Background: an optimization exercise with open tools, aiming at small area, a short achievable clock period and few clock cycles per item. Do not read the settings as production practice. Where RTL was checked, it was by simulation tests only, not by an equivalence proof against the original. Only the layout flow was run in run 2; the RTL was not checked for function there.

## flow/design.v (module list and top-level ports; edited modules follow where they fit)
// module booth_tree: 2483 lines
// module mult_arbiter: 95 lines
module mult_arbiter #(
    parameter bit RR_EN = 1'b1
) (
    input  logic               clk,
    input  logic               rst,
    input  logic               req0_valid,
    input  logic signed [31:0] req0_a,
    input  logic signed [31:0] req0_b,
    output logic               req0_ready,
    input  logic               req1_valid,
    input  logic signed [31:0] req1_a,
    input  logic signed [31:0] req1_b,
    output logic               req1_ready,
    output logic               res_valid,
    input  logic               res_ready,
    output logic signed [63:0] res_data,
    output logic               res_id,
    output logic               busy
);
  // ...
==> flow/flow/run.sh <==
#!/bin/bash
# Standard ORFS layout with three changes:
#  - synthesis skips Yosys's internal "abc -fast" pre-mapping (synth -noabc),
#    so extract_fa maps the RTL's full adders without inverter pairs;
#  - the final abc mapping uses flow/abc_map.script (abc "map" instead of "&nf");
#  - port buffers use the smallest buffer cell (buf_1).
# Flattening, renaming and register mapping are synth_recipe.tcl unchanged.
set -euo pipefail
HERE=$(pwd)
{
  sed -n '1s/-noshare {\*}/-noshare -noabc {*}/p' synth_recipe.tcl
  cat <<EOT
proc abc {args} {
  set i [lsearch -exact \$args -script]
  if {\$i >= 0} { set args [lreplace \$args [expr {\$i+1}] [expr {\$i+1}] $HERE/flow/abc_map.script] }
  yosys abc {*}\$args
}
EOT
  sed '1d' synth_recipe.tcl
} > flow_synth.tcl
grep -q -- '-noabc' flow_synth.tcl
sed "s#SYNTH_SCRIPT=[^ ]*#SYNTH_SCRIPT=$HERE/flow_synth.tcl#" standard.sh > flow_standard.sh
grep -q "SYNTH_SCRIPT=$HERE/flow_synth.tcl" flow_standard.sh
export BUFFER_PORTS_ARGS="-buffer_cell sky130_fd_sc_hd__buf_1"
bash flow_standard.sh finish > flow_make.log 2>&1
==> flow/flow/abc_map.script <==
strash
dch
map -B 0.9
topo
stime -c
buffer -c
upsize -c
dnsize -c
==> flow/standard.sh <==
#!/bin/bash
# synth_recipe.tcl (not shown) runs the flow's synth.tcl, then flattens the netlist and writes it again
# the make line also repeats each setting of config.mk as NAME=value (left out here)
make -C /OpenROAD-flow-scripts/flow DESIGN_CONFIG=/design/flow/config.mk WORK_HOME=/design/flow/orfs CLKGATE_MAP_FILE= SYNTH_SCRIPT=/design/flow/synth_recipe.tcl "${@:-finish}"
==> flow/config.mk <==
export PLATFORM = sky130hd
export DESIGN_NAME = mult_arbiter
export DESIGN_NICKNAME = mult_arbiter
export VERILOG_FILES = /design/flow/design.v
export SDC_FILE = /design/flow/constraint.sdc
export NUM_CORES = 4
export LEC_CHECK = 0
export CAP_MARGIN = 20
export CORE_MARGIN = 2
export CORE_UTILIZATION = 40
export SETUP_SLACK_MARGIN = 3
export SLEW_MARGIN = 20
==> flow/constraint.sdc <==
create_clock -name core_clock -period 10.0 [get_ports {clk}]
set_input_delay 2.0000 -clock core_clock [delete_from_list [all_inputs] [get_ports {clk}]]
set_output_delay 2.0000 -clock core_clock [all_outputs]
set_load 0.01 [all_outputs]
==> impl_metrics.tcl, run 1 <==
set metrics [dict create \
    rsz0062_at_grt "no" \
    run_status "finished clean" \
    fp.dieW_microns 286 \
    drt-pass1-iter-count 7 \
    synth.most_common_cell "nand2_1" \
    avgViaCountPerCell 5.67 \
    wl_per_cell_microns 23.5 \
    layout.nonclk_buf_share_pct 4.10 \
    fmax_ghz 0.175 \
    top_usage_layer "met2" \
    dp_hpwl_mm 77.9 \
    r2r_setup_slack_ns 4.81 \
    seqAreaFraction_pct 18.3 \
    hold_viol 0 \
    first_iter_violations 2717 \
    design_area_sq_um 34400 \
    min_period_ns 5.70 \
    top_register "r_res_s0" \
    required_ns 8.00 \
    grt_max_degree 127 \
    routed.top_layer "met5" \
    critPathLaunch "req0_valid" \
    grt_pass1_wl_mm 169 \
    min_period_over_period_pct 57.0 \
    rr_worst_depth 10 \
    hold_end "r_res_id" \
    nMultiInputCombCells 2738 \
    netlist_area_sq_um 31900 \
    yosys.area_share.simple_pct 12.9 \
]
Testbench counts, summed over its fixed seeds: cycles 2,064, items 2,048.
==> module mult_arbiter, before the edit <==
module mult_arbiter #(
    parameter bit RR_EN = 1'b1
) (
    input  logic               clk,
    input  logic               rst,
    input  logic               req0_valid,
    input  logic signed [31:0] req0_a,
    input  logic signed [31:0] req0_b,
    output logic               req0_ready,
    input  logic               req1_valid,
    input  logic signed [31:0] req1_a,
    input  logic signed [31:0] req1_b,
    output logic               req1_ready,
    output logic               res_valid,
    input  logic               res_ready,
    output logic signed [63:0] res_data,
    output logic               res_id,
    output logic               busy
);
    logic               r_last_grant;
    logic               r_v1;
    logic               r_id1;
    logic        [31:0] r_a;
    logic        [15:0] r_one;
    logic        [15:0] r_two;
    logic        [15:0] r_neg;
    logic               r_res_valid;
    logic               r_res_id;
    logic        [63:0] r_res_s0;
    logic      [62-1:0] r_res_s1;
    logic               w_pick1;
    logic               w_s1_free;
    logic               w_accept;
    logic               w_load_out;
    logic        [63:0] w_s0;
    logic      [62-1:0] w_s1;
    logic        [63:0] w_s1_x;
    logic        [31:0] w_b;
    logic        [32:0] w_bx;
    logic        [15:0] w_one;
    logic        [15:0] w_two;
    logic        [15:0] w_neg;
    assign w_pick1    = req1_valid && (!req0_valid || (RR_EN && !r_last_grant));
    assign w_load_out = r_v1 && (!r_res_valid || res_ready);
    assign w_s1_free  = !r_v1 || !r_res_valid || res_ready;
    assign req0_ready = !rst && w_s1_free && req0_valid && !w_pick1;
    assign req1_ready = !rst && w_s1_free && w_pick1;
    assign w_accept   = req0_ready || req1_ready;
    assign w_b  = w_pick1 ? req1_b : req0_b;
    assign w_bx = {w_b, 1'b0};
    for (genvar j = 0; j < 16; j++) begin : g_enc
        assign w_one[j] = w_bx[2*j+1] ^ w_bx[2*j];
        assign w_two[j] = (w_bx[2*j+2] & ~w_bx[2*j+1] & ~w_bx[2*j]) |
                          (~w_bx[2*j+2] & w_bx[2*j+1] & w_bx[2*j]);
        assign w_neg[j] = w_bx[2*j+2] & ~(w_bx[2*j+1] & w_bx[2*j]);
    end
    booth_tree u_tree (
        .i_a   (r_a),
        .i_one (r_one),
        .i_two (r_two),
        .i_neg (r_neg),
        .o_s0  (w_s0),
        .o_s1  (w_s1)
    );
    always_ff @(posedge clk or posedge rst) begin
        if (rst) begin
            r_last_grant <= 1'b1;
            r_v1         <= 1'b0;
            r_res_valid  <= 1'b0;
        end else begin
            if (w_accept) r_last_grant <= w_pick1;
            r_v1        <= w_accept || (r_v1 && !w_load_out);
            r_res_valid <= w_load_out || (r_res_valid && !res_ready);
        end
    end
    always_ff @(posedge clk) begin
        if (w_accept) begin
            r_a   <= w_pick1 ? req1_a : req0_a;
            r_one <= w_one;
            r_two <= w_two;
            r_neg <= w_neg;
            r_id1 <= w_pick1;
        end
        if (w_load_out) begin
            r_res_s0   <= w_s0;
            r_res_s1   <= w_s1;
            r_res_id   <= r_id1;
        end
    end
    assign res_valid = r_res_valid;
    assign w_s1_x    = {1'b0, r_res_s1[61], r_res_s1[60], r_res_s1[59], r_res_s1[58], r_res_s1[57], r_res_s1[56], r_res_s1[55], r_res_s1[54], r_res_s1[53], r_res_s1[52], r_res_s1[51], r_res_s1[50], r_res_s1[49], r_res_s1[48], r_res_s1[47], r_res_s1[46], r_res_s1[45], r_res_s1[44], r_res_s1[43], r_res_s1[42], r_res_s1[41], r_res_s1[40], r_res_s1[39], r_res_s1[38], r_res_s1[37], r_res_s1[36], r_res_s1[35], r_res_s1[34], r_res_s1[33], r_res_s1[32], r_res_s1[31], r_res_s1[30], r_res_s1[29], r_res_s1[28], r_res_s1[27], r_res_s1[26], r_res_s1[25], r_res_s1[24], r_res_s1[23], r_res_s1[22], r_res_s1[21], r_res_s1[20], r_res_s1[19], r_res_s1[18], r_res_s1[17], r_res_s1[16], r_res_s1[15], r_res_s1[14], r_res_s1[13], r_res_s1[12], r_res_s1[11], r_res_s1[10], r_res_s1[9], r_res_s1[8], r_res_s1[7], r_res_s1[6], r_res_s1[5], r_res_s1[4], r_res_s1[3], r_res_s1[2], r_res_s1[1], 1'b0, r_res_s1[0]};
    assign res_data  = r_res_s0 + w_s1_x;
    assign res_id    = r_res_id;
    assign busy      = r_v1 || r_res_valid;
endmodule
==> inputs of run 2 (changes only) <==
--- a/flow/design.v
+++ b/flow/design.v
@@ -2481,6 +2481,398 @@
     assign o_s0 = {1'b1, w_c962, w_c960, w_c958, w_c956, w_c954, w_c952, w_c950, w_c948, w_c946, w_c944, w_c942, w_c940, w_c938, w_c936, w_c934, w_c932, w_c930, w_c928, w_c926, w_c924, w_c922, w_c920, w_c918, w_c916, w_c914, w_c912, w_c910, w_c908, w_c906, w_c904, w_c902, w_c900, w_c898, w_c896, w_c894, w_c892, w_c890, w_c888, w_c886, w_c884, w_c882, w_c880, w_c878, w_c876, w_c874, w_c872, w_c870, w_c868, w_c866, w_c864, w_c862, w_c860, w_c858, w_c856, w_c854, w_c852, w_c850, w_c848, w_c846, w_c844, w_s843, w_pp0[1], w_neg[0]};
     assign o_s1 = {~w_pp15[32], w_s961, w_s959, w_s957, w_s955, w_s953, w_s951, w_s949, w_s947, w_s945, w_s943, w_s941, w_s939, w_s937, w_s935, w_s933, w_s931, w_s929, w_s927, w_s925, w_s923, w_s921, w_s919, w_s917, w_s915, w_s913, w_s911, w_s909, w_s907, w_s905, w_s903, w_s901, w_s899, w_s897, w_s895, w_s893, w_s891, w_s889, w_s887, w_s885, w_s883, w_s881, w_s879, w_s877, w_s875, w_s873, w_s871, w_s869, w_s867, w_s865, w_s863, w_s861, w_s859, w_s857, w_s855, w_s853, w_s851, w_s849, w_s847, w_s845, w_pp1[0], w_pp0[0]};
 endmodule
+module final_adder (
+    input  logic [43:0] i_x,
+    input  logic [43:0] i_y,
+    input  logic        i_c,
+    output logic [43:0] o_s
+);
+    logic [43:0] w_p, w_g;
+    assign w_p = i_x ^ i_y;
+    assign w_g = i_x & i_y;
+    logic w_G1, w_P1;
+    logic w_G2, w_P2;
+    logic w_G3, w_P3;
+    logic w_G4, w_P4;
+    logic w_G5, w_P5;
+    logic w_G6, w_P6;
+    logic w_G7, w_P7;
+    logic w_G8, w_P8;
+    logic w_G9, w_P9;
+    logic w_G10, w_P10;
+    logic w_G11, w_P11;
+    logic w_G12, w_P12;
+    logic w_G13, w_P13;
+    logic w_G14, w_P14;
+    logic w_G15, w_P15;
+    logic w_G16, w_P16;
+    logic w_G17, w_P17;
+    logic w_G18, w_P18;
+    logic w_G19, w_P19;
+    logic w_G20, w_P20;
+    logic w_G21, w_P21;
+    logic w_G22, w_P22;
+    logic w_G23, w_P23;
+    logic w_G24, w_P24;
+    logic w_G25, w_P25;
+    logic w_G26, w_P26;
+    logic w_G27, w_P27;
+    logic w_G28, w_P28;
+    logic w_G29, w_P29;
+    logic w_G30, w_P30;
+    logic w_G31, w_P31;
+    logic w_G32, w_P32;
+    logic w_G33, w_P33;
+    logic w_G34, w_P34;
+    logic w_G35, w_P35;
+    logic w_G36, w_P36;
+    logic w_G37, w_P37;
+    logic w_G38, w_P38;
+    logic w_G39, w_P39;
+    logic w_G40, w_P40;
+    logic w_G41, w_P41;
+    logic w_G42, w_P42;
+    logic w_G43, w_P43;
+    logic w_G44, w_P44;
+    logic w_G45, w_P45;
+    logic w_G46, w_P46;
+    logic w_G47, w_P47;
+    logic w_G48, w_P48;
+    logic w_G49, w_P49;
+    logic w_G50, w_P50;
+    logic w_G51, w_P51;
+    logic w_G52, w_P52;
+    logic w_G53, w_P53;
+    logic w_G54, w_P54;
+    logic w_G55, w_P55;
+    logic w_G56, w_P56;
+    logic w_G57, w_P57;
+    logic w_G58, w_P58;
+    logic w_G59, w_P59;
+    logic w_G60, w_P60;
+    logic w_G61, w_P61;
+    logic w_G62, w_P62;
+    logic w_G63, w_P63;
+    logic w_G64, w_P64;
+    logic w_G65, w_P65;
+    logic w_G66, w_P66;
+    logic w_G67, w_P67;
+    logic w_G68, w_P68;
+    logic w_G69, w_P69;
+    logic w_G70, w_P70;
+    logic w_G71, w_P71;
+    logic w_G72, w_P72;
+    logic w_G73, w_P73;
+    logic w_G74, w_P74;
+    logic w_G75, w_P75;
+    logic w_G76, w_P76;
+    logic w_G77, w_P77;
+    logic w_G78, w_P78;
+    logic w_G79, w_P79;
+    logic w_G80, w_P80;
+    logic w_G81, w_P81;
+    logic w_G82, w_P82;
+    logic w_G83, w_P83;
+    logic w_G84, w_P84;
+    logic w_G85, w_P85;
+    logic w_G86, w_P86;
+    logic w_G87, w_P87;
+    logic w_G88, w_P88;
+    logic w_G89, w_P89;
+    logic w_G90, w_P90;
+    logic w_G91, w_P91;
+    logic w_G92, w_P92;
+    logic w_G93, w_P93;
+    logic w_G94, w_P94;
+    logic w_G95, w_P95;
+    logic w_G96, w_P96;
+    logic w_G97, w_P97;
+    logic w_G98, w_P98;
+    logic w_G99, w_P99;
+    logic w_G100, w_P100;
+    logic w_G101, w_P101;
+    logic w_G102, w_P102;
+    logic w_G103, w_P103;
+    logic w_G104, w_P104;
+    logic w_G105, w_P105;
+    logic w_G106, w_P106;
+    logic w_G107, w_P107;
+    logic w_G108, w_P108;
+    logic w_G109, w_P109;
+    logic w_G110, w_P110;
+    logic w_G111, w_P111;
+    logic w_G112, w_P112;
+    assign w_G1 = w_g[1] | (w_p[1] & w_g[0]);
+    assign w_P1 = w_p[1] & w_p[0];
+    assign w_G2 = w_g[3] | (w_p[3] & w_g[2]);
+    assign w_P2 = w_p[3] & w_p[2];
+    assign w_G3 = w_g[5] | (w_p[5] & w_g[4]);
+    assign w_P3 = w_p[5] & w_p[4];
+    assign w_G4 = w_g[7] | (w_p[7] & w_g[6]);
+    assign w_P4 = w_p[7] & w_p[6];
+    assign w_G5 = w_g[9] | (w_p[9] & w_g[8]);
+    assign w_P5 = w_p[9] & w_p[8];
+    assign w_G6 = w_g[11] | (w_p[11] & w_g[10]);
+    assign w_P6 = w_p[11] & w_p[10];
+    assign w_G7 = w_g[13] | (w_p[13] & w_g[12]);
+    assign w_P7 = w_p[13] & w_p[12];
+    assign w_G8 = w_g[15] | (w_p[15] & w_g[14]);
+    assign w_P8 = w_p[15] & w_p[14];
+    assign w_G9 = w_g[17] | (w_p[17] & w_g[16]);
+    assign w_P9 = w_p[17] & w_p[16];
+    assign w_G10 = w_g[19] | (w_p[19] & w_g[18]);
+    assign w_P10 = w_p[19] & w_p[18];
+    assign w_G11 = w_g[21] | (w_p[21] & w_g[20]);
+    assign w_P11 = w_p[21] & w_p[20];
+    assign w_G12 = w_g[23] | (w_p[23] & w_g[22]);
+    assign w_P12 = w_p[23] & w_p[22];
+    assign w_G13 = w_g[25] | (w_p[25] & w_g[24]);
+    assign w_P13 = w_p[25] & w_p[24];
+    assign w_G14 = w_g[27] | (w_p[27] & w_g[26]);
+    assign w_P14 = w_p[27] & w_p[26];
+    assign w_G15 = w_g[29] | (w_p[29] & w_g[28]);
+    assign w_P15 = w_p[29] & w_p[28];
+    assign w_G16 = w_g[31] | (w_p[31] & w_g[30]);
+    assign w_P16 = w_p[31] & w_p[30];
+    assign w_G17 = w_g[33] | (w_p[33] & w_g[32]);
+    assign w_P17 = w_p[33] & w_p[32];
+    assign w_G18 = w_g[35] | (w_p[35] & w_g[34]);
+    assign w_P18 = w_p[35] & w_p[34];
+    assign w_G19 = w_g[37] | (w_p[37] & w_g[36]);
+    assign w_P19 = w_p[37] & w_p[36];
+    assign w_G20 = w_g[39] | (w_p[39] & w_g[38]);
+    assign w_P20 = w_p[39] & w_p[38];
+    assign w_G21 = w_g[41] | (w_p[41] & w_g[40]);
+    assign w_P21 = w_p[41] & w_p[40];
+    assign w_G22 = w_g[43] | (w_p[43] & w_g[42]);
+    assign w_P22 = w_p[43] & w_p[42];
+    assign w_G23 = w_g[2] | (w_p[2] & w_G1);
+    assign w_P23 = w_p[2] & w_P1;
+    assign w_G24 = w_G2 | (w_P2 & w_G1);
+    assign w_P24 = w_P2 & w_P1;
+    assign w_G25 = w_g[6] | (w_p[6] & w_G3);
+    assign w_P25 = w_p[6] & w_P3;
+    assign w_G26 = w_G4 | (w_P4 & w_G3);
+    assign w_P26 = w_P4 & w_P3;
+    assign w_G27 = w_g[10] | (w_p[10] & w_G5);
+    assign w_P27 = w_p[10] & w_P5;
+    assign w_G28 = w_G6 | (w_P6 & w_G5);
+    assign w_P28 = w_P6 & w_P5;
+    assign w_G29 = w_g[14] | (w_p[14] & w_G7);
+    assign w_P29 = w_p[14] & w_P7;
+    assign w_G30 = w_G8 | (w_P8 & w_G7);
+    assign w_P30 = w_P8 & w_P7;
+    assign w_G31 = w_g[18] | (w_p[18] & w_G9);
+    assign w_P31 = w_p[18] & w_P9;
+    assign w_G32 = w_G10 | (w_P10 & w_G9);
+    assign w_P32 = w_P10 & w_P9;
+    assign w_G33 = w_g[22] | (w_p[22] & w_G11);
+    assign w_P33 = w_p[22] & w_P11;
+    assign w_G34 = w_G12 | (w_P12 & w_G11);
+    assign w_P34 = w_P12 & w_P11;
+    assign w_G35 = w_g[26] | (w_p[26] & w_G13);
+    assign w_P35 = w_p[26] & w_P13;
+    assign w_G36 = w_G14 | (w_P14 & w_G13);
+    assign w_P36 = w_P14 & w_P13;
+    assign w_G37 = w_g[30] | (w_p[30] & w_G15);
+    assign w_P37 = w_p[30] & w_P15;
+    assign w_G38 = w_G16 | (w_P16 & w_G15);
+    assign w_P38 = w_P16 & w_P15;
+    assign w_G39 = w_g[34] | (w_p[34] & w_G17);
+    assign w_P39 = w_p[34] & w_P17;
+    assign w_G40 = w_G18 | (w_P18 & w_G17);
+    assign w_P40 = w_P18 & w_P17;
+    assign w_G41 = w_g[38] | (w_p[38] & w_G19);
+    assign w_P41 = w_p[38] & w_P19;
+    assign w_G42 = w_G20 | (w_P20 & w_G19);
+    assign w_P42 = w_P20 & w_P19;
+    assign w_G43 = w_g[42] | (w_p[42] & w_G21);
+    assign w_P43 = w_p[42] & w_P21;
+    assign w_G44 = w_G22 | (w_P22 & w_G21);
+    assign w_P44 = w_P22 & w_P21;
+    assign w_G45 = w_g[4] | (w_p[4] & w_G24);
+    assign w_P45 = w_p[4] & w_P24;
+    assign w_G46 = w_G3 | (w_P3 & w_G24);
+    assign w_P46 = w_P3 & w_P24;
+    assign w_G47 = w_G25 | (w_P25 & w_G24);
+    assign w_P47 = w_P25 & w_P24;
+    assign w_G48 = w_G26 | (w_P26 & w_G24);
+    assign w_P48 = w_P26 & w_P24;
+    assign w_G49 = w_g[12] | (w_p[12] & w_G28);
+    assign w_P49 = w_p[12] & w_P28;
+    assign w_G50 = w_G7 | (w_P7 & w_G28);
+    assign w_P50 = w_P7 & w_P28;
+    assign w_G51 = w_G29 | (w_P29 & w_G28);
+    assign w_P51 = w_P29 & w_P28;
+    assign w_G52 = w_G30 | (w_P30 & w_G28);
+    assign w_P52 = w_P30 & w_P28;
+    assign w_G53 = w_g[20] | (w_p[20] & w_G32);
+    assign w_P53 = w_p[20] & w_P32;
+    assign w_G54 = w_G11 | (w_P11 & w_G32);
+    assign w_P54 = w_P11 & w_P32;
+    assign w_G55 = w_G33 | (w_P33 & w_G32);
+    assign w_P55 = w_P33 & w_P32;
+    assign w_G56 = w_G34 | (w_P34 & w_G32);
+    assign w_P56 = w_P34 & w_P32;
+    assign w_G57 = w_g[28] | (w_p[28] & w_G36);
+    assign w_P57 = w_p[28] & w_P36;
+    assign w_G58 = w_G15 | (w_P15 & w_G36);
+    assign w_P58 = w_P15 & w_P36;
+    assign w_G59 = w_G37 | (w_P37 & w_G36);
+    assign w_P59 = w_P37 & w_P36;
+    assign w_G60 = w_G38 | (w_P38 & w_G36);
+    assign w_P60 = w_P38 & w_P36;
+    assign w_G61 = w_g[36] | (w_p[36] & w_G40);
+    assign w_P61 = w_p[36] & w_P40;
+    assign w_G62 = w_G19 | (w_P19 & w_G40);
+    assign w_P62 = w_P19 & w_P40;
+    assign w_G63 = w_G41 | (w_P41 & w_G40);
+    assign w_P63 = w_P41 & w_P40;
+    assign w_G64 = w_G42 | (w_P42 & w_G40);
+    assign w_P64 = w_P42 & w_P40;
+    assign w_G65 = w_g[8] | (w_p[8] & w_G48);
+    assign w_P65 = w_p[8] & w_P48;
+    assign w_G66 = w_G5 | (w_P5 & w_G48);
+    assign w_P66 = w_P5 & w_P48;
+    assign w_G67 = w_G27 | (w_P27 & w_G48);
+    assign w_P67 = w_P27 & w_P48;
+    assign w_G68 = w_G28 | (w_P28 & w_G48);
+    assign w_P68 = w_P28 & w_P48;
+    assign w_G69 = w_G49 | (w_P49 & w_G48);
+    assign w_P69 = w_P49 & w_P48;
+    assign w_G70 = w_G50 | (w_P50 & w_G48);
+    assign w_P70 = w_P50 & w_P48;
+    assign w_G71 = w_G51 | (w_P51 & w_G48);
+    assign w_P71 = w_P51 & w_P48;
+    assign w_G72 = w_G52 | (w_P52 & w_G48);
+    assign w_P72 = w_P52 & w_P48;
+    assign w_G73 = w_g[24] | (w_p[24] & w_G56);
+    assign w_P73 = w_p[24] & w_P56;
+    assign w_G74 = w_G13 | (w_P13 & w_G56);
+    assign w_P74 = w_P13 & w_P56;
+    assign w_G75 = w_G35 | (w_P35 & w_G56);
+    assign w_P75 = w_P35 & w_P56;
+    assign w_G76 = w_G36 | (w_P36 & w_G56);
+    assign w_P76 = w_P36 & w_P56;
+    assign w_G77 = w_G57 | (w_P57 & w_G56);
+    assign w_P77 = w_P57 & w_P56;
+    assign w_G78 = w_G58 | (w_P58 & w_G56);
+    assign w_P78 = w_P58 & w_P56;
+    assign w_G79 = w_G59 | (w_P59 & w_G56);
+    assign w_P79 = w_P59 & w_P56;
+    assign w_G80 = w_G60 | (w_P60 & w_G56);
+    assign w_P80 = w_P60 & w_P56;
+    assign w_G81 = w_g[40] | (w_p[40] & w_G64);
+    assign w_P81 = w_p[40] & w_P64;
+    assign w_G82 = w_G21 | (w_P21 & w_G64);
+    assign w_P82 = w_P21 & w_P64;
+    assign w_G83 = w_G43 | (w_P43 & w_G64);
+    assign w_P83 = w_P43 & w_P64;
+    assign w_G84 = w_G44 | (w_P44 & w_G64);
+    assign w_P84 = w_P44 & w_P64;
+    assign w_G85 = w_g[16] | (w_p[16] & w_G72);
+    assign w_P85 = w_p[16] & w_P72;
+    assign w_G86 = w_G9 | (w_P9 & w_G72);
+    assign w_P86 = w_P9 & w_P72;
+    assign w_G87 = w_G31 | (w_P31 & w_G72);
+    assign w_P87 = w_P31 & w_P72;
+    assign w_G88 = w_G32 | (w_P32 & w_G72);
+    assign w_P88 = w_P32 & w_P72;
+    assign w_G89 = w_G53 | (w_P53 & w_G72);
+    assign w_P89 = w_P53 & w_P72;
+    assign w_G90 = w_G54 | (w_P54 & w_G72);
+    assign w_P90 = w_P54 & w_P72;
+    assign w_G91 = w_G55 | (w_P55 & w_G72);
+    assign w_P91 = w_P55 & w_P72;
+    assign w_G92 = w_G56 | (w_P56 & w_G72);
+    assign w_P92 = w_P56 & w_P72;
+    assign w_G93 = w_G73 | (w_P73 & w_G72);
+    assign w_P93 = w_P73 & w_P72;
+    assign w_G94 = w_G74 | (w_P74 & w_G72);
+    assign w_P94 = w_P74 & w_P72;
+    assign w_G95 = w_G75 | (w_P75 & w_G72);
+    assign w_P95 = w_P75 & w_P72;
+    assign w_G96 = w_G76 | (w_P76 & w_G72);
+    assign w_P96 = w_P76 & w_P72;
+    assign w_G97 = w_G77 | (w_P77 & w_G72);
+    assign w_P97 = w_P77 & w_P72;
+    assign w_G98 = w_G78 | (w_P78 & w_G72);
+    assign w_P98 = w_P78 & w_P72;
+    assign w_G99 = w_G79 | (w_P79 & w_G72);
+    assign w_P99 = w_P79 & w_P72;
+    assign w_G100 = w_G80 | (w_P80 & w_G72);
+    assign w_P100 = w_P80 & w_P72;
+    assign w_G101 = w_g[32] | (w_p[32] & w_G100);
+    assign w_P101 = w_p[32] & w_P100;
+    assign w_G102 = w_G17 | (w_P17 & w_G100);
+    assign w_P102 = w_P17 & w_P100;
+    assign w_G103 = w_G39 | (w_P39 & w_G100);
+    assign w_P103 = w_P39 & w_P100;
+    assign w_G104 = w_G40 | (w_P40 & w_G100);
+    assign w_P104 = w_P40 & w_P100;
+    assign w_G105 = w_G61 | (w_P61 & w_G100);
+    assign w_P105 = w_P61 & w_P100;
+    assign w_G106 = w_G62 | (w_P62 & w_G100);
+    assign w_P106 = w_P62 & w_P100;
+    assign w_G107 = w_G63 | (w_P63 & w_G100);
+    assign w_P107 = w_P63 & w_P100;
+    assign w_G108 = w_G64 | (w_P64 & w_G100);
+    assign w_P108 = w_P64 & w_P100;
+    assign w_G109 = w_G81 | (w_P81 & w_G100);
+    assign w_P109 = w_P81 & w_P100;
+    assign w_G110 = w_G82 | (w_P82 & w_G100);
+    assign w_P110 = w_P82 & w_P100;
+    assign w_G111 = w_G83 | (w_P83 & w_G100);
+    assign w_P111 = w_P83 & w_P100;
+    assign w_G112 = w_G84 | (w_P84 & w_G100);
+    assign w_P112 = w_P84 & w_P100;
+    logic [43:0] w_cy;
+    assign w_cy[0] = i_c;
+    assign w_cy[1] = w_g[0] | (w_p[0] & i_c);
+    assign w_cy[2] = w_G1 | (w_P1 & i_c);
+    assign w_cy[3] = w_G23 | (w_P23 & i_c);
+    assign w_cy[4] = w_G24 | (w_P24 & i_c);
+    assign w_cy[5] = w_G45 | (w_P45 & i_c);
+    assign w_cy[6] = w_G46 | (w_P46 & i_c);
+    assign w_cy[7] = w_G47 | (w_P47 & i_c);
+    assign w_cy[8] = w_G48 | (w_P48 & i_c);
+    assign w_cy[9] = w_G65 | (w_P65 & i_c);
+    assign w_cy[10] = w_G66 | (w_P66 & i_c);
+    assign w_cy[11] = w_G67 | (w_P67 & i_c);
+    assign w_cy[12] = w_G68 | (w_P68 & i_c);
+    assign w_cy[13] = w_G69 | (w_P69 & i_c);
+    assign w_cy[14] = w_G70 | (w_P70 & i_c);
+    assign w_cy[15] = w_G71 | (w_P71 & i_c);
+    assign w_cy[16] = w_G72 | (w_P72 & i_c);
+    assign w_cy[17] = w_G85 | (w_P85 & i_c);
+    assign w_cy[18] = w_G86 | (w_P86 & i_c);
+    assign w_cy[19] = w_G87 | (w_P87 & i_c);
+    assign w_cy[20] = w_G88 | (w_P88 & i_c);
+    assign w_cy[21] = w_G89 | (w_P89 & i_c);
+    assign w_cy[22] = w_G90 | (w_P90 & i_c);
+    assign w_cy[23] = w_G91 | (w_P91 & i_c);
+    assign w_cy[24] = w_G92 | (w_P92 & i_c);
+    assign w_cy[25] = w_G93 | (w_P93 & i_c);
+    assign w_cy[26] = w_G94 | (w_P94 & i_c);
+    assign w_cy[27] = w_G95 | (w_P95 & i_c);
+    assign w_cy[28] = w_G96 | (w_P96 & i_c);
+    assign w_cy[29] = w_G97 | (w_P97 & i_c);
+    assign w_cy[30] = w_G98 | (w_P98 & i_c);
+    assign w_cy[31] = w_G99 | (w_P99 & i_c);
+    assign w_cy[32] = w_G100 | (w_P100 & i_c);
+    assign w_cy[33] = w_G101 | (w_P101 & i_c);
+    assign w_cy[34] = w_G102 | (w_P102 & i_c);
+    assign w_cy[35] = w_G103 | (w_P103 & i_c);
+    assign w_cy[36] = w_G104 | (w_P104 & i_c);
+    assign w_cy[37] = w_G105 | (w_P105 & i_c);
+    assign w_cy[38] = w_G106 | (w_P106 & i_c);
+    assign w_cy[39] = w_G107 | (w_P107 & i_c);
+    assign w_cy[40] = w_G108 | (w_P108 & i_c);
+    assign w_cy[41] = w_G109 | (w_P109 & i_c);
+    assign w_cy[42] = w_G110 | (w_P110 & i_c);
+    assign w_cy[43] = w_G111 | (w_P111 & i_c);
+    assign o_s = w_p ^ w_cy;
+endmodule
 module mult_arbiter #(
     parameter bit RR_EN = 1'b1
 ) (
@@ -2503,32 +2895,45 @@
     logic               r_last_grant;
     logic               r_v1;
     logic               r_id1;
-    logic        [31:0] r_a;
-    logic        [15:0] r_one;
-    logic        [15:0] r_two;
+    logic        [31:0] r_a_n;
+    logic        [15:0] r_one_n;
+    logic        [15:0] r_two_n;
     logic        [15:0] r_neg;
     logic               r_res_valid;
+    logic               r_room;
+    logic               r_turn;
     logic               r_res_id;
-    logic        [63:0] r_res_s0;
-    logic      [62-1:0] r_res_s1;
+    logic      [20-1:0] r_res_lo;
+    logic               r_res_lc;
+    logic      [63-20:0] r_res_h0;
+    logic      [43-1:0] r_res_h1;
+    logic               w_turn;
     logic               w_pick1;
+    logic               w_v1_next;
+    logic               w_res_valid_next;
     logic               w_s1_free;
     logic               w_accept;
     logic               w_load_out;
     logic        [63:0] w_s0;
     logic      [62-1:0] w_s1;
     logic        [63:0] w_s1_x;
+    logic      [20-1:0] w_lo;
+    logic               w_lo_c;
+    logic      [63-20:0] w_h1_x;
     logic        [31:0] w_b;
     logic        [32:0] w_bx;
     logic        [15:0] w_one;
     logic        [15:0] w_two;
     logic        [15:0] w_neg;
-    assign w_pick1    = req1_valid && (!req0_valid || (RR_EN && !r_last_grant));
+    assign w_turn     = RR_EN ? !r_last_grant : 1'b0;
+    assign w_pick1    = req1_valid && (!req0_valid || w_turn);
     assign w_load_out = r_v1 && (!r_res_valid || res_ready);
     assign w_s1_free  = !r_v1 || !r_res_valid || res_ready;
-    assign req0_ready = !rst && w_s1_free && req0_valid && !w_pick1;
-    assign req1_ready = !rst && w_s1_free && w_pick1;
+    assign req0_ready = !rst && req0_valid && (r_room || res_ready) && (!req1_valid || !r_turn);
+    assign req1_ready = !rst && req1_valid && (r_room || res_ready) && (!req0_valid ||  r_turn);
     assign w_accept   = req0_ready || req1_ready;
+    assign w_v1_next        = w_accept || (r_v1 && !w_load_out);
+    assign w_res_valid_next = w_load_out || (r_res_valid && !res_ready);
     assign w_b  = w_pick1 ? req1_b : req0_b;
     assign w_bx = {w_b, 1'b0};
     for (genvar j = 0; j < 16; j++) begin : g_enc
@@ -2538,9 +2943,9 @@
         assign w_neg[j] = w_bx[2*j+2] & ~(w_bx[2*j+1] & w_bx[2*j]);
     end
     booth_tree u_tree (
-        .i_a   (r_a),
-        .i_one (r_one),
-        .i_two (r_two),
+        .i_a   (~r_a_n),
+        .i_one (~r_one_n),
+        .i_two (~r_two_n),
         .i_neg (r_neg),
         .o_s0  (w_s0),
         .o_s1  (w_s1)
@@ -2550,29 +2955,43 @@
             r_last_grant <= 1'b1;
             r_v1         <= 1'b0;
             r_res_valid  <= 1'b0;
+            r_room       <= 1'b1;
+            r_turn       <= 1'b0;
         end else begin
             if (w_accept) r_last_grant <= w_pick1;
-            r_v1        <= w_accept || (r_v1 && !w_load_out);
-            r_res_valid <= w_load_out || (r_res_valid && !res_ready);
+            r_v1        <= w_v1_next;
+            r_res_valid <= w_res_valid_next;
+            r_room      <= !(w_v1_next && w_res_valid_next);
+            r_turn      <= RR_EN && !(w_accept ? w_pick1 : r_last_grant);
         end
     end
     always_ff @(posedge clk) begin
-        if (w_accept) begin
-            r_a   <= w_pick1 ? req1_a : req0_a;
-            r_one <= w_one;
-            r_two <= w_two;
+        if (w_s1_free) begin
+            r_a_n   <= ~(w_pick1 ? req1_a : req0_a);
+            r_one_n <= ~w_one;
+            r_two_n <= ~w_two;
             r_neg <= w_neg;
             r_id1 <= w_pick1;
         end
         if (w_load_out) begin
-            r_res_s0   <= w_s0;
-            r_res_s1   <= w_s1;
+            r_res_lo   <= w_lo;
+            r_res_lc   <= w_lo_c;
+            r_res_h0   <= w_s0[63:20];
+            r_res_h1   <= {w_s1[61], w_s1[60], w_s1[59], w_s1[58], w_s1[57], w_s1[56], w_s1[55], w_s1[54], w_s1[53], w_s1[52], w_s1[51], w_s1[50], w_s1[49], w_s1[48], w_s1[47], w_s1[46], w_s1[45], w_s1[44], w_s1[43], w_s1[42], w_s1[41], w_s1[40], w_s1[39], w_s1[38], w_s1[37], w_s1[36], w_s1[35], w_s1[34], w_s1[33], w_s1[32], w_s1[31], w_s1[30], w_s1[29], w_s1[28], w_s1[27], w_s1[26], w_s1[25], w_s1[24], w_s1[23], w_s1[22], w_s1[21], w_s1[20], w_s1[19]};
             r_res_id   <= r_id1;
         end
     end
     assign res_valid = r_res_valid;
-    assign w_s1_x    = {1'b0, r_res_s1[61], r_res_s1[60], r_res_s1[59], r_res_s1[58], r_res_s1[57], r_res_s1[56], r_res_s1[55], r_res_s1[54], r_res_s1[53], r_res_s1[52], r_res_s1[51], r_res_s1[50], r_res_s1[49], r_res_s1[48], r_res_s1[47], r_res_s1[46], r_res_s1[45], r_res_s1[44], r_res_s1[43], r_res_s1[42], r_res_s1[41], r_res_s1[40], r_res_s1[39], r_res_s1[38], r_res_s1[37], r_res_s1[36], r_res_s1[35], r_res_s1[34], r_res_s1[33], r_res_s1[32], r_res_s1[31], r_res_s1[30], r_res_s1[29], r_res_s1[28], r_res_s1[27], r_res_s1[26], r_res_s1[25], r_res_s1[24], r_res_s1[23], r_res_s1[22], r_res_s1[21], r_res_s1[20], r_res_s1[19], r_res_s1[18], r_res_s1[17], r_res_s1[16], r_res_s1[15], r_res_s1[14], r_res_s1[13], r_res_s1[12], r_res_s1[11], r_res_s1[10], r_res_s1[9], r_res_s1[8], r_res_s1[7], r_res_s1[6], r_res_s1[5], r_res_s1[4], r_res_s1[3], r_res_s1[2], r_res_s1[1], 1'b0, r_res_s1[0]};
-    assign res_data  = r_res_s0 + w_s1_x;
+    assign w_s1_x = {1'b0, w_s1[61], w_s1[60], w_s1[59], w_s1[58], w_s1[57], w_s1[56], w_s1[55], w_s1[54], w_s1[53], w_s1[52], w_s1[51], w_s1[50], w_s1[49], w_s1[48], w_s1[47], w_s1[46], w_s1[45], w_s1[44], w_s1[43], w_s1[42], w_s1[41], w_s1[40], w_s1[39], w_s1[38], w_s1[37], w_s1[36], w_s1[35], w_s1[34], w_s1[33], w_s1[32], w_s1[31], w_s1[30], w_s1[29], w_s1[28], w_s1[27], w_s1[26], w_s1[25], w_s1[24], w_s1[23], w_s1[22], w_s1[21], w_s1[20], w_s1[19], w_s1[18], w_s1[17], w_s1[16], w_s1[15], w_s1[14], w_s1[13], w_s1[12], w_s1[11], w_s1[10], w_s1[9], w_s1[8], w_s1[7], w_s1[6], w_s1[5], w_s1[4], w_s1[3], w_s1[2], w_s1[1], 1'b0, w_s1[0]};
+    assign {w_lo_c, w_lo} = w_s0[20-1:0] + w_s1_x[20-1:0];
+    assign w_h1_x = {1'b0, r_res_h1[42], r_res_h1[41], r_res_h1[40], r_res_h1[39], r_res_h1[38], r_res_h1[37], r_res_h1[36], r_res_h1[35], r_res_h1[34], r_res_h1[33], r_res_h1[32], r_res_h1[31], r_res_h1[30], r_res_h1[29], r_res_h1[28], r_res_h1[27], r_res_h1[26], r_res_h1[25], r_res_h1[24], r_res_h1[23], r_res_h1[22], r_res_h1[21], r_res_h1[20], r_res_h1[19], r_res_h1[18], r_res_h1[17], r_res_h1[16], r_res_h1[15], r_res_h1[14], r_res_h1[13], r_res_h1[12], r_res_h1[11], r_res_h1[10], r_res_h1[9], r_res_h1[8], r_res_h1[7], r_res_h1[6], r_res_h1[5], r_res_h1[4], r_res_h1[3], r_res_h1[2], r_res_h1[1], r_res_h1[0]};
+    final_adder u_add (
+        .i_x (r_res_h0),
+        .i_y (w_h1_x),
+        .i_c (r_res_lc),
+        .o_s (res_data[63:20])
+    );
+    assign res_data[20-1:0] = r_res_lo;
     assign res_id    = r_res_id;
     assign busy      = r_v1 || r_res_valid;
 endmodule
==> flow/flow/run.sh (replaced) <==
#!/bin/bash
# Standard ORFS layout (the standard.sh) with these changes:
#  - synthesis skips Yosys's internal "abc -fast" pre-mapping (synth -noabc),
#    so extract_fa maps the RTL's full adders without inverter pairs;
#  - the final abc mapping uses flow/abc.script (abc "map" instead of "&nf");
#  - port buffers use the smallest buffer cell (buf_1);
set -euo pipefail
HERE=$(pwd)
{
  sed -n '1s/-noshare {\*}/-noshare -noabc {*}/p' synth_recipe.tcl
  cat <<EOT
proc abc {args} {
  set i [lsearch -exact \$args -script]
  if {\$i >= 0} { set args [lreplace \$args [expr {\$i+1}] [expr {\$i+1}] $HERE/flow/abc.script] }
  yosys abc {*}\$args
}
EOT
  sed '1d' synth_recipe.tcl
} > flow_synth.tcl
grep -q -- '-noabc' flow_synth.tcl
sed "s#SYNTH_SCRIPT=[^ ]*#SYNTH_SCRIPT=$HERE/flow_synth.tcl#" standard.sh > flow_standard.sh
grep -q "SYNTH_SCRIPT=$HERE/flow_synth.tcl" flow_standard.sh
export BUFFER_PORTS_ARGS="-buffer_cell sky130_fd_sc_hd__buf_1"
EXTRA=()
if [[ -f flow/make_args.txt ]]; then
  while read -r l; do [[ -n "$l" ]] && EXTRA+=("$l"); done < flow/make_args.txt
fi
bash flow_standard.sh "${EXTRA[@]}" finish > flow_make.log 2>&1
==> flow/flow/abc.script (new file) <==
strash
dch
map -B 0.9
topo
stime -c
buffer -c
upsize -c
dnsize -c
==> flow/flow/make_args.txt (new file) <==
SETUP_SLACK_MARGIN=5.3
--- a/flow/config.mk
+++ b/flow/config.mk
@@ -7,6 +7,6 @@
 export LEC_CHECK = 0
 export CAP_MARGIN = 20
 export CORE_MARGIN = 2
-export CORE_UTILIZATION = 40
-export SETUP_SLACK_MARGIN = 3
+export CORE_UTILIZATION = 60
+export SETUP_SLACK_MARGIN = 5
 export SLEW_MARGIN = 20
removed: flow/flow/abc_map.script
==> run 2 against run 1 <==
  * Count of clock-buffer cells in the layout decreased by 7
  * Critical path depth decreased by 1
  * Sequential share of layout area about the same
  * First-iteration DRC count decreased by 0.15%
  * Global-route usage increased by 9.6 points
==> impl_metrics.tcl, run 2 <==
set metrics [dict create \
    critical_path_class "flip-flop to primary output" \
    coreArea_sq_um 47700 \
    hold_viol 0 \
    htreeDepth 4 \
    synth.most_common_cell "xor2_1" \
    first_iter_violations 2713 \
    slew_viol_final 0 \
    grt_max_degree 73 \
    cts_tree "yes" \
    synth_top_family_by_area "adder cells" \
    num-fill-cells 3753 \
    drive_gt1_share_pct 9.68 \
    syn_inst 2933 \
    clock_skew_ns 0.0270 \
    worstPathArrival_ns 2.66 \
    yosys.area_share.simple_pct 6.96 \
    rsz0062_at_grt "yes" \
    drc_errors 0 \
    design_area_sq_um 31700 \
    setup_viol 0 \
    fmax_ghz 0.215 \
    antenna_left 0 \
    antenna_found_initial 0 \
    muxShareOfSynthArea_pct 1.17 \
    holdWs_ns 0.435 \
    start_util_pct 60.8 \
    netlist_area_sq_um 29000 \
    cts_made_buffers 17 \
    die_h_microns 224 \
    place_congestion 0.891 \
    fp.dieW_microns 224 \
    grt_pass1_wl_mm 140 \
    max-slew-margin-rel_pct 38.4 \
    fin_nets 3660 \
    min_period_ns 4.66 \
    wl_per_cell_microns 25.3 \
    io_pins 202 \
    clk_pin_slew_ns 0.08 \
    grt_pass1_vias 24600 \
    synth_common_cells "xor2_1, o22ai_1, fa_1" \
    dp_hpwl_mm 60.6 \
    grt_use_total_pct 36.7 \
    wl_mm 91.3 \
    finalSetupTns_ns 0 \
    avgViaCountPerCell 6.60 \
    min_period_over_period_pct 46.6 \
    drt-pass1-iter-count 6 \
    synth-compound-area-share_pct 13.5 \
    run_status "finished clean" \
    portBuffers 201 \
    clk_latency_ns 0.52 \
    num_antenna_cells 0 \
    num_rows 80 \
    cap_violations 0 \
    ys_seq_elements 194 \
    synth_top_area_share_pct 29.5 \
    syn_to_final_growth_pct 9.41 \
    overflow 0 \
    syn_nets 3621 \
    cts_root_buf "clkbuf_16" \
    vias 23800 \
    synth-async-reset-ratio_pct 2.58 \
    clock_sinks 194 \
    synth_area_leaders "fa_1, edfxtp_1, xor2_1" \
    synth_top_flop_cell "edfxtp_1" \
    cp_max_fo 4 \
    yosys_warnings 1 \
    synth_fa_ha_area_share_pct 35.0 \
    die-area_sq_um 50100 \
    mostFrequentLayoutCell "xor2_1" \
    crit_path_end_kind "primary output" \
    stdcell_count 3600 \
    cts_buffer_depth 2 \
    postCtsHoldBufs 0 \
    worst_pin_slew_ns 0.924 \
    holdCritPathClass "flip-flop to flip-flop" \
    mostFrequentLayoutCells "xor2_1, o22ai_1, fa_1, nand2_1, edfxtp_1" \
    synthDistinctLibCells 47 \
    placedCellCount 3548 \
    synth-xor-area-share_pct 17.0 \
    required_ns 8.00 \
    syn_area_per_cell_sq_um 9.89 \
    seq_area_frac_synth_pct 20.0 \
    synth_top_cell_by_area "fa_1" \
    synth-edff-count 189 \
    top_regs "r_res_h0 x43, r_res_h1 x43, r_a_n x32" \
    crit_path_start_kind "flip-flop" \
    place_area_sq_um 30100 \
]
run 2: cell types whose count changed after synthesis, sizes merged, moves of 6 or more:
cell	delta
a21oi	+11
buf	-27
clkbuf	+56
clkinv	-13
edfxtp	-18
inv	-259
mux2i	+33
nand2	-513
nand3	-9
nor2	-18
nor3	-9
o21ai	+7
xnor2	+6
run 2: metrics by stage:
stage / setup slack [ns] / util [%]
after floorplan: 5.58 / -
after global placement: 5.24 / 63.0
after detailed placement: 5.21 / 63.0
after CTS: 5.23 / 64.9
after global routing: 5.24 / 66.5
final: 5.34 / 66.5
run 2: logic make-up (layout without fill, tap and decap cells):
family	after synthesis	count (layout)
simple gates	467	468
mux	34	34
flops	194	194
buf+inv	472	523
compound gates	647	647
fa+ha+maj	555	555
xor+xnor	564	564
run 2: final timing paths:
check	end	cells after the start	slack (ns)	start
worst max register to register	r_res_h1[15]	10	5.39	r_a_n[31]
worst min register to register	r_res_id	0	0.44	r_id1
worst min-delay path	r_res_id	0	0.44	r_id1
worst max-delay path	res_data[63]	7	5.34	r_res_h0[32]
min in group asynchronous	r_turn	2	1.37	rst
max in group asynchronous	r_room	2	8.42	rst
run 2: area by class of cell:
class                   instances  area [sq um]  share of cell area, %
multi-input cells            2268         22200                   69.8
flip-flops and latches        194          5800                   18.3
repair buffers                304          1720                   5.41
well taps                     615           769                   2.42
inverters                     187           702                   2.21
clock buffers                  18           429                   1.35
clock inverters                14           173                  0.544
run 2: metal layers:
metal	vias to the layer above	share of wire (%)	track usage, %
met3	287	12	11.2
met1	11800	40	50.5
met2	1598	45	55.6
met4	0	3.3	12.8
met5	-	0	0
li1	10100	-	-
run 2: repair_timing:
item | 4_1_cts | 5_1_grt
setup buffers | 7 | 11
resized for setup | 45 | 137
setup endpoints to repair | 33 | 44
pin swaps | 6 | 30
gates cloned | 1 | 1
run 2: worst max-delay path: stages, from the launching register on:
cell and delay (ns):
edfxtp_1 0.40, ha_2 0.36, nand2_1 0.13, nor3_2 0.25, and3_1 0.48, nand4_1 0.17, and3_4 0.22, clkbuf_2 0.12

what the ideal ports hide:
The results above use ideal ports. As a check the final layouts listed here were re-extracted and re-timed, cells and wires unchanged.
Step 1 (the two cells are an assumption about what drives the block):
set clk [get_ports {clk}]
set_driving_cell -lib_cell sky130_fd_sc_hd__clkbuf_16 $clk
set_driving_cell -lib_cell sky130_fd_sc_hd__buf_2 [delete_from_list [all_inputs] $clk]
Step 2 also shifts input and output timing later by t, the mid clock arrival at the registers, as if the neighbouring blocks saw the same clock.
Slacks: ideal / step 1 / step 2; pairs: ideal / step 1.
run | shift t [ns] | setup WS [ns] | worst setup path after step 2 | worst slew at a driven data input, ns
run 1 | 0.619 | 4.296 / 4.266 / 4.266 | input to output | 0.05
run 2 | 0.565 | 5.345 / 5.286 / 5.338 | input to output | 0.06
After both steps every run listed still meets setup and hold. For run 1, which loses most, drivers alone change the setup slack by -0.030 ns; drivers and shift together by -0.030 ns.
